What follows belongs to an exercise in optimizing a design on an open flow for small area, a short achievable clock period and few clock cycles per item; a production flow would make more cautious choices.
In this exercise RTL edits were held to simulation tests only and were not proved equivalent to the original.

Design fp_mul_arbiter, start of the top module:
module fp_mul_arbiter #(
    parameter int W = fp_alu_pkg::FP_W
) (
    input  logic         clk,
    input  logic         rst,
    input  logic         req0_valid,
    input  logic [W-1:0] req0_a,
    input  logic [W-1:0] req0_b,
    output logic         req0_ready,
    input  logic         req1_valid,
    input  logic [W-1:0] req1_a,
    input  logic [W-1:0] req1_b,
    output logic         req1_ready,
    output logic         rsp_valid,
    output logic [W-1:0] rsp_data,
    output logic         rsp_id,
    input  logic         rsp_ready
);
    logic        last_q;                  
    logic        grant;                   
    logic        stall;
    logic        accept;
    logic [31:0] in_a, in_b;
    logic        s1_v_q, s1_id_q, s1_sign_q, s1_nan_q;
    logic [9:0]  s1_exp_q;
    logic [22:0] s1_nfa_q;                
    logic [11:0] s1_nbone_q, s1_nbtwo_q;  
    logic [10:0] s1_bneg_q;               
    logic [11:0] enc_none, enc_ntwo;
    logic [10:0] enc_neg;
    logic        pre_sign, pre_nan;
    logic [9:0]  pre_exp;
    logic        s2_v_q, s2_id_q, s2_sign_q, s2_nan_q;
    logic [9:0]  s2_exp_q;
    logic [24:0] s2_ph_q;
    logic        s2_g_q, s2_st_q;
    always_comb begin
        if (req0_valid && req1_valid) grant = ~last_q;
        else if (req1_valid)          grant = 1'b1;
        else if (req0_valid)          grant = 1'b0;
        else                          grant = ~last_q;
    end
    assign stall      = s2_v_q & ~rsp_ready;
    assign req0_ready = ~rst & ~stall & ~grant;
    assign req1_ready = ~rst & ~stall &  grant;
  ...
For scale: ~2,000 cells after synthesis, ~170 I/O pins, about 20,000 um^2 of cells after synthesis.
Settings: LEC_CHECK=0, CAP_MARGIN=20, CORE_MARGIN=2, CORE_UTILIZATION=40, CTS_BUF_LIST=sky130_fd_sc_hd__clkbuf_8, SETUP_SLACK_MARGIN=5, SLEW_MARGIN=20, SYNTH_HIERARCHICAL=1, SYNTH_MINIMUM_KEEP_SIZE=0; clock period 11.0 ns.
standard.sh (not shown) runs the stock make flow with config.mk's settings and CLKGATE_MAP_FILE= SYNTH_SCRIPT=/design/flow/synth_recipe.tcl, a recipe that flattens the netlist after the stock synthesis.
==> flow/flow/run.sh <==
#!/bin/bash
# The standard ORFS layout (the standard.sh, standard synthesis unchanged),
# with buf_2 cells as the port buffers and a larger setup repair margin.
set -euo pipefail
bash standard.sh "BUFFER_PORTS_ARGS=-buffer_cell sky130_fd_sc_hd__buf_2" SETUP_SLACK_MARGIN=5.4 finish > orfs_make.log 2>&1
Testbench counts at the start, summed over its fixed seeds: cycles 6,416, items 6,400.
Next try:
==> flow/flow/run.sh (replaced) <==
#!/bin/bash
# The standard ORFS layout (the standard.sh, standard synthesis unchanged),
# with buf_2 cells as the port buffers and a larger setup repair margin.
set -euo pipefail
bash standard.sh "BUFFER_PORTS_ARGS=-buffer_cell sky130_fd_sc_hd__buf_2" SETUP_SLACK_MARGIN=5.3 finish > orfs_make.log 2>&1
Outcome:
- design area is lower slightly
- die area stays the same
- sequential cell count is unchanged
- routed wire length decreases slightly

job 4378:
Starting RTL as in the previous note.
// fp_mul_arbiter
module fp_mul_arbiter #(
    parameter int W = fp_alu_pkg::FP_W
) (
    input  logic         clk,
    input  logic         rst,
    input  logic         req0_valid,
    input  logic [W-1:0] req0_a,
    input  logic [W-1:0] req0_b,
    output logic         req0_ready,
    input  logic         req1_valid,
    input  logic [W-1:0] req1_a,
    input  logic [W-1:0] req1_b,
    output logic         req1_ready,
    output logic         rsp_valid,
    output logic [W-1:0] rsp_data,
    output logic         rsp_id,
    input  logic         rsp_ready
);
Settings: LEC_CHECK=0, CAP_MARGIN=20, CORE_MARGIN=2, CORE_UTILIZATION=60, CTS_BUF_LIST=sky130_fd_sc_hd__clkbuf_8, SETUP_SLACK_MARGIN=5, SLEW_MARGIN=20, SYNTH_HIERARCHICAL=1, SYNTH_MINIMUM_KEEP_SIZE=0; clock period 11.0 ns.
==> flow/flow/run.sh <==
#!/bin/bash
# The standard ORFS layout (the standard.sh, standard synthesis unchanged),
# with buf_2 cells as the port buffers and a larger setup repair margin.
set -euo pipefail
bash standard.sh "BUFFER_PORTS_ARGS=-buffer_cell sky130_fd_sc_hd__buf_2" SETUP_SLACK_MARGIN=5.6 finish > orfs_make.log 2>&1
Testbench counts of job 4378, summed over its fixed seeds: cycles 6,416, items 6,400.
What job 9358 does differently from job 4378 at the input level:
# job 4378
export LEC_CHECK = 0
export CAP_MARGIN = 20
export CORE_MARGIN = 2
export CORE_UTILIZATION = 60
export CTS_BUF_LIST = sky130_fd_sc_hd__clkbuf_8
export SETUP_SLACK_MARGIN = 5
export SLEW_MARGIN = 20
export SYNTH_HIERARCHICAL = 1
export SYNTH_MINIMUM_KEEP_SIZE = 0
create_clock -name core_clock -period 11.0 [get_ports {clk}]
# job 9358
export LEC_CHECK = 0
export CAP_MARGIN = 20
export CORE_MARGIN = 2
export CORE_UTILIZATION = 40
export CTS_BUF_LIST = sky130_fd_sc_hd__clkbuf_8
export SETUP_SLACK_MARGIN = 5
export SLEW_MARGIN = 20
export SYNTH_HIERARCHICAL = 1
export SYNTH_MINIMUM_KEEP_SIZE = 0
create_clock -name core_clock -period 11.0 [get_ports {clk}]
==> flow/run.sh (new file) <==
#!/bin/bash
# synth_recipe.tcl (not shown) runs the flow's synth.tcl, then flattens the netlist and writes it again
# the make line also repeats each setting of config.mk as NAME=value (left out here)
make -C /OpenROAD-flow-scripts/flow DESIGN_CONFIG=/design/flow/config.mk WORK_HOME=/design/flow/orfs CLKGATE_MAP_FILE= SYNTH_SCRIPT=/design/flow/synth_recipe.tcl finish
removed: flow/flow/run.sh
removed: flow/standard.sh
==> run notes <==
Reported for job 4378 and job 9358, hold-critical path depth turned out identical to the last digit. For job 9358, the highest routed metal layer was met4, unlike job 4378, where it was met5. Going from job 4378 to job 9358, worst setup slack went down 0.51 ns; total met2 wirelength after detailed routing went up 930 µm.
The inputs of job 8615 differ from those of job 9358 as listed below.
# job 9358
export LEC_CHECK = 0
export CAP_MARGIN = 20
export CORE_MARGIN = 2
export CORE_UTILIZATION = 40
export CTS_BUF_LIST = sky130_fd_sc_hd__clkbuf_8
export SETUP_SLACK_MARGIN = 5
export SLEW_MARGIN = 20
export SYNTH_HIERARCHICAL = 1
export SYNTH_MINIMUM_KEEP_SIZE = 0
create_clock -name core_clock -period 11.0 [get_ports {clk}]
# job 8615
export LEC_CHECK = 0
export CAP_MARGIN = 20
export CORE_MARGIN = 2
export CORE_UTILIZATION = 60
export CTS_BUF_LIST = sky130_fd_sc_hd__clkbuf_8
export SETUP_SLACK_MARGIN = 5
export SLEW_MARGIN = 20
export SYNTH_HIERARCHICAL = 1
export SYNTH_MINIMUM_KEEP_SIZE = 0
create_clock -name core_clock -period 11.0 [get_ports {clk}]
==> flow/flow/run.sh (new file) <==
#!/bin/bash
# The standard ORFS layout (the standard.sh, standard synthesis unchanged),
# with buf_2 cells as the port buffers and a larger setup repair margin.
set -euo pipefail
bash standard.sh "BUFFER_PORTS_ARGS=-buffer_cell sky130_fd_sc_hd__buf_2" SETUP_SLACK_MARGIN=5.4 finish > orfs_make.log 2>&1
==> flow/standard.sh (new file) <==
#!/bin/bash
# synth_recipe.tcl (not shown) runs the flow's synth.tcl, then flattens the netlist and writes it again
# the make line also repeats each setting of config.mk as NAME=value (left out here)
make -C /OpenROAD-flow-scripts/flow DESIGN_CONFIG=/design/flow/config.mk WORK_HOME=/design/flow/orfs CLKGATE_MAP_FILE= SYNTH_SCRIPT=/design/flow/synth_recipe.tcl "${@:-finish}"
removed: flow/run.sh
Results
- Slowest cell on the critical path: sky130_fd_sc_hd__clkdlybuf4s50_1 -> job 9358, sky130_fd_sc_hd__fa_1 -> job 8615
- Going from job 9358 to job 8615, routed length on met1 closely matched the old numbers; layout net count up 0.62%; worst-skew pair later-pin latency saw an increase; detailed-route wire length shrank by 1.4%; vertical die dimension decreased 18%.
- Job 9358 and job 8615 ended up with nearly the same clock slew seen by the registers of the worst setup and hold paths.
- Looking only at share of the cycle needed by the critical path after routing, and setting everything else aside, the higher value of job 9358 and job 8615 goes to job 9358.
- Side by side, least setup slack across all paths after layout turned out higher in job 8615 than in job 9358.
- Between job 9358 and job 8615, number of cells in the finished layout apart from fillers is lower for job 8615, job 9358 comes in above that.
## Diff of input files: job 5869 against job 8615
# job 8615
export LEC_CHECK = 0
export CAP_MARGIN = 20
export CORE_MARGIN = 2
export CORE_UTILIZATION = 60
export CTS_BUF_LIST = sky130_fd_sc_hd__clkbuf_8
export SETUP_SLACK_MARGIN = 5
export SLEW_MARGIN = 20
export SYNTH_HIERARCHICAL = 1
export SYNTH_MINIMUM_KEEP_SIZE = 0
create_clock -name core_clock -period 11.0 [get_ports {clk}]
# job 5869
export LEC_CHECK = 0
export CAP_MARGIN = 20
export CORE_MARGIN = 2
export CORE_UTILIZATION = 40
export CTS_BUF_LIST = sky130_fd_sc_hd__clkbuf_8
export CTS_CLUSTER_DIAMETER = 150
export CTS_CLUSTER_SIZE = 30
export SETUP_SLACK_MARGIN = 5
export SLEW_MARGIN = 20
export SYNTH_HIERARCHICAL = 1
export SYNTH_MINIMUM_KEEP_SIZE = 0
create_clock -name core_clock -period 11.0 [get_ports {clk}]
Findings:
- For job 8615 and job 5869, there was not a single run that failed to finish clean.
- In the final design statistics, job 5869 uses more standard cells in total than job 8615.
- Against job 8615, non-clock buffer count in job 5869 rose by a few percent.
- Job 5869 against job 8615: worst path setup slack after routing shows an increase of 0.0073 ns; final cycle utilization of the critical path neither gained nor lost much; post-layout instance area rose about 1.5%.

-- port drivers added, routing unchanged --
In the flow no input, the clock included, has a driving cell. The finished layouts below were timed again as built, in two steps. Step 1 assumes that a clkbuf_16 drives the clock port and a buf_2 every other input. Step 2 also shifts input and output timing later by t, the mid clock arrival at the registers, as if the neighbouring blocks saw the same clock. a / b / c = no drivers / after step 1 / after step 2; a / b = the first two.
| run | t (ns) | slack for setup (ns) | latest minus earliest clock arrival (ns) | worst slew at a driven data input, ns |
|---|---|---|---|---|
| the first run of note 1 | 0.506 | 5.526 / 5.524 / 5.426 | 0.022 / 0.021 | 0.05 |
| the second run of note 1 | 0.510 | 5.425 / 5.372 / 5.367 | 0.022 / 0.022 | 0.05 |
| job 4378 | 0.524 | 5.635 / 5.617 / 5.625 | 0.025 / 0.025 | 0.06 |
| job 9358 | 0.492 | 5.121 / 5.088 / 4.988 | 0.014 / 0.013 | 0.06 |
| job 8615 | 0.520 | 5.519 / 5.512 / 5.512 | 0.035 / 0.035 | 0.09 |
| job 5869 | 0.506 | 5.526 / 5.524 / 5.426 | 0.022 / 0.021 | 0.05 |
After both steps every run listed still meets setup and hold. The setup slack of job 9358, which loses most, moves by -0.033 ns with the drivers and by -0.133 ns with both steps.
